Background: an optimization exercise with open tools, aiming at small area, a short achievable clock period and few clock cycles per item. Do not read the settings as production practice. Function was checked by simulation only, so behaviour that the tests miss may differ from the original. Power figures rest on the tool's default switching activity, not on a simulated workload.

Setup of v16:
## cnn_top
module cnn_top (
	input  wire                          clk,
	input  wire                          reset_b,
	input  wire                          run,
	output logic                         busy,
	output logic [cnn_pkg::addr_w-1:0]   input_sram_read_address,
	input  wire  [cnn_pkg::data_w-1:0]   input_sram_read_data,
	output logic [cnn_pkg::addr_w-1:0]   weights_sram_read_address,
	input  wire  [cnn_pkg::data_w-1:0]   weights_sram_read_data,
	output logic                         output_sram_write_enable,
	output logic [cnn_pkg::addr_w-1:0]   output_sram_write_address,
	output logic [cnn_pkg::data_w-1:0]   output_sram_write_data
);
	logic                              fetch_done;
	logic                              pix_shift;
	logic                              pix_first;
	logic                              pix_mlast;
	logic                              conv_valid;
	logic                              conv_first;
	logic                              conv_last;
	logic                              conv_mlast;
	logic [cnn_pkg::acc_w-1:0]         conv_row_a;
  ...
Size in the first run: roughly 2900 cells after synthesis, about 89 I/O pins, ~0.032 sq mm of cells after synthesis.
clock: 10.0 ns
lec_check: 0
cap_margin: 20
core_margin: 2
core_utilization: 30
slew_margin: 20
standard.sh (not shown) runs the stock make flow with config.mk's settings and CLKGATE_MAP_FILE= SYNTH_SCRIPT=/design/flow/synth_recipe.tcl, a recipe that flattens the netlist after the stock synthesis.
==> flow/flow/run.sh <==
#!/bin/bash
# Layout flow: the standard flow (standard.sh) with these changes:
#  - after synthesis, fa_polarity.py flips full adders to drop the
#    inverters Yosys leaves between them (same function, same registers);
#  - port buffers use a stronger cell;
#  - setup repair aims below the clock period;
#  - the clock tree uses clkbuf_8 below a clkbuf_16 root.
# Each tool's output goes to its own log in this folder.
set -e
R=$PWD/orfs/results/sky130hd/cnn_top/base
export BUFFER_PORTS_ARGS="-buffer_cell sky130_fd_sc_hd__buf_2"
export SETUP_SLACK_MARGIN=6.9
export CTS_ARGS="-sink_clustering_enable -repair_clock_nets -sink_clustering_size 20 -sink_clustering_max_diameter 50 -buf_list sky130_fd_sc_hd__clkbuf_8 -root_buf sky130_fd_sc_hd__clkbuf_16"
bash standard.sh $R/1_2_yosys.v > synth.log 2>&1
python3 flow/fa_polarity.py $R/1_2_yosys.v $R/1_2_yosys_pol.v > fa_polarity.log 2>&1
mv $R/1_2_yosys_pol.v $R/1_2_yosys.v
bash standard.sh > standard.log 2>&1
Other scripts of this flow, unchanged in this note and not shown: flow/flow/fa_polarity.py
Testbench counts of v16, summed over its fixed seeds: cycles 83,542, windows 19,159.
Here is what was changed in the inputs of v9 compared with v16.
# v16
export LEC_CHECK = 0
export CAP_MARGIN = 20
export CORE_MARGIN = 2
export CORE_UTILIZATION = 30
export SLEW_MARGIN = 20
create_clock -name core_clock -period 10.0 [get_ports {clk}]
# v9
export LEC_CHECK = 0
export CAP_MARGIN = 20
export CORE_MARGIN = 2
export CORE_UTILIZATION = 30
export PLACE_DENSITY = 0.45
export SLEW_MARGIN = 20
create_clock -name core_clock -period 10.0 [get_ports {clk}]
--- a/flow/flow/run.sh
+++ b/flow/flow/run.sh
@@ -12 +12 @@
-export SETUP_SLACK_MARGIN=6.9
+export SETUP_SLACK_MARGIN=7.0
==> notes.md <==
Summary of v9 over v16: final critical-path setup slack rose by 0.038 ns; wire length reported by the detailed router rose by about 20%.
Share of total power consumed by net switching delta for v9 relative to v16: 0.56 points lower
Against v16, v9 comes in 1.2 points lower on sequential share of layout area.
Looking only at fraction of power consumed by the clock network, and setting everything else aside, the lower value of v16 and v9 goes to v16.
v9 vs. v16: critical path data required time fell by 2.50 ns; part of the total power dissipated in sequential elements saw a decrease; critical path depth shrank by 4.
[compare] base=v16 new=v9: layout buffer count excluding clock buffers higher, global-route met3 utilization lower.
Total power: v9 vs v16 up 11%
What v23 does differently from v9 at the input level:
# v9
export LEC_CHECK = 0
export CAP_MARGIN = 20
export CORE_MARGIN = 2
export CORE_UTILIZATION = 30
export PLACE_DENSITY = 0.45
export SLEW_MARGIN = 20
create_clock -name core_clock -period 10.0 [get_ports {clk}]
# v23
export LEC_CHECK = 0
export CAP_MARGIN = 20
export CORE_MARGIN = 2
export CORE_UTILIZATION = 30
export CTS_CLUSTER_DIAMETER = 60
export CTS_CLUSTER_SIZE = 25
export PLACE_DENSITY = 0.45
export SLEW_MARGIN = 20
create_clock -name core_clock -period 10.0 [get_ports {clk}]
--- a/flow/flow/run.sh
+++ b/flow/flow/run.sh
@@ -6,2 +6 @@
-#  - setup repair aims below the clock period;
-#  - the clock tree uses clkbuf_8 below a clkbuf_16 root.
+#  - setup repair aims below the clock period.
@@ -13 +11,0 @@
-export CTS_ARGS="-sink_clustering_enable -repair_clock_nets -sink_clustering_size 20 -sink_clustering_max_diameter 50 -buf_list sky130_fd_sc_hd__clkbuf_8 -root_buf sky130_fd_sc_hd__clkbuf_16"
## What came out
v23 vs. v9: routed length on met2 saw little to no change, post-placement cell area saw little to no change, part of the power in the clock network saw an increase.


Starting RTL as in the previous note.
Settings: LEC_CHECK=0, CAP_MARGIN=20, CORE_MARGIN=2, CORE_UTILIZATION=50, SLEW_MARGIN=20; clock period 10.0 ns.
==> flow/flow/run.sh <==
#!/bin/bash
# Layout flow: the standard flow (standard.sh) with these changes:
#  - after synthesis, fa_polarity.py flips full adders to drop the
#    inverters Yosys leaves between them (same function, same registers);
#  - port buffers use a stronger cell;
#  - setup repair aims below the clock period;
#  - the clock tree uses clkbuf_8 below a clkbuf_16 root.
# Each tool's output goes to its own log in this folder.
set -e
R=$PWD/orfs/results/sky130hd/cnn_top/base
export BUFFER_PORTS_ARGS="-buffer_cell sky130_fd_sc_hd__buf_2"
export SETUP_SLACK_MARGIN=7.0
export CTS_ARGS="-sink_clustering_enable -repair_clock_nets -sink_clustering_size 18 -sink_clustering_max_diameter 45 -buf_list sky130_fd_sc_hd__clkbuf_8 -root_buf sky130_fd_sc_hd__clkbuf_16"
bash standard.sh $R/1_2_yosys.v > synth.log 2>&1
python3 flow/fa_polarity.py $R/1_2_yosys.v $R/1_2_yosys_pol.v > fa_polarity.log 2>&1
mv $R/1_2_yosys_pol.v $R/1_2_yosys.v
bash standard.sh > standard.log 2>&1
Other scripts of this flow, unchanged in this note and not shown: flow/flow/fa_polarity.py
Testbench counts at the start, summed over its fixed seeds: cycles 83,542, windows 19,159.
Change:
--- a/flow/flow/run.sh
+++ b/flow/flow/run.sh
@@ -11,4 +11,4 @@
 export BUFFER_PORTS_ARGS="-buffer_cell sky130_fd_sc_hd__buf_2"
-export SETUP_SLACK_MARGIN=7.0
-export CTS_ARGS="-sink_clustering_enable -repair_clock_nets -sink_clustering_size 18 -sink_clustering_max_diameter 45 -buf_list sky130_fd_sc_hd__clkbuf_8 -root_buf sky130_fd_sc_hd__clkbuf_16"
+export SETUP_SLACK_MARGIN=6.8
+export CTS_ARGS="-sink_clustering_enable -repair_clock_nets -sink_clustering_size 20 -sink_clustering_max_diameter 50 -buf_list sky130_fd_sc_hd__clkbuf_8 -root_buf sky130_fd_sc_hd__clkbuf_16"
 bash standard.sh $R/1_2_yosys.v > synth.log 2>&1
--- a/flow/config.mk
+++ b/flow/config.mk
@@ -9,3 +9,3 @@
 export CORE_MARGIN = 2
-export CORE_UTILIZATION = 50
+export CORE_UTILIZATION = 30
 export SLEW_MARGIN = 20
What happened:
- The changed run completed with no timing, DRC or antenna violations
- global-route usage falls by 12 points
- fmax goes down by a few percent
- via count fell by a few percent
- die area climbs by well over a third

afterwards: timing with drivers on the ports:
The results above use ideal ports. As a check the final layouts listed here were re-extracted and re-timed, cells and wires unchanged. Step 1, drivers: a clkbuf_16 drives clk and a buf_2 each remaining input, both assumed. Step 2 adds t to the input delays and takes it off the output delays; t is the mean of the earliest and latest rising clock arrival at the registers after step 1. Input paths then give back, and output paths get back, about the clock's delay inside the block. Slacks: ideal ports / drivers / drivers and shift; pairs: ideal ports / drivers.
run | t (ns) | slack for setup (ns) | hold WS [ns] | worst setup path at the end | latest minus earliest clock arrival (ns)
v16 | 0.692 | 6.804 / 6.799 / 6.411 | 0.320 / 0.320 / 0.320 | input to register | 0.053 / 0.052
v9 | 0.707 | 6.842 / 6.772 / 6.438 | 0.306 / 0.306 / 0.306 | input to register | 0.054 / 0.054
v23 | 0.743 | 6.822 / 6.752 / 6.486 | 0.324 / 0.324 / 0.324 | input to register | 0.060 / 0.060
the first run of note 2 | 0.659 | 6.901 / 6.836 / 6.539 | 0.324 / 0.324 / 0.324 | input to register | 0.039 / 0.039
the second run of note 2 | 0.692 | 6.751 / 6.751 / 6.441 | 0.321 / 0.321 / 0.321 | input to register | 0.030 / 0.030
After both steps setup and hold are still met in every run listed. The setup slack of v9, which loses most, moves by -0.070 ns with the drivers and by -0.404 ns with both steps.
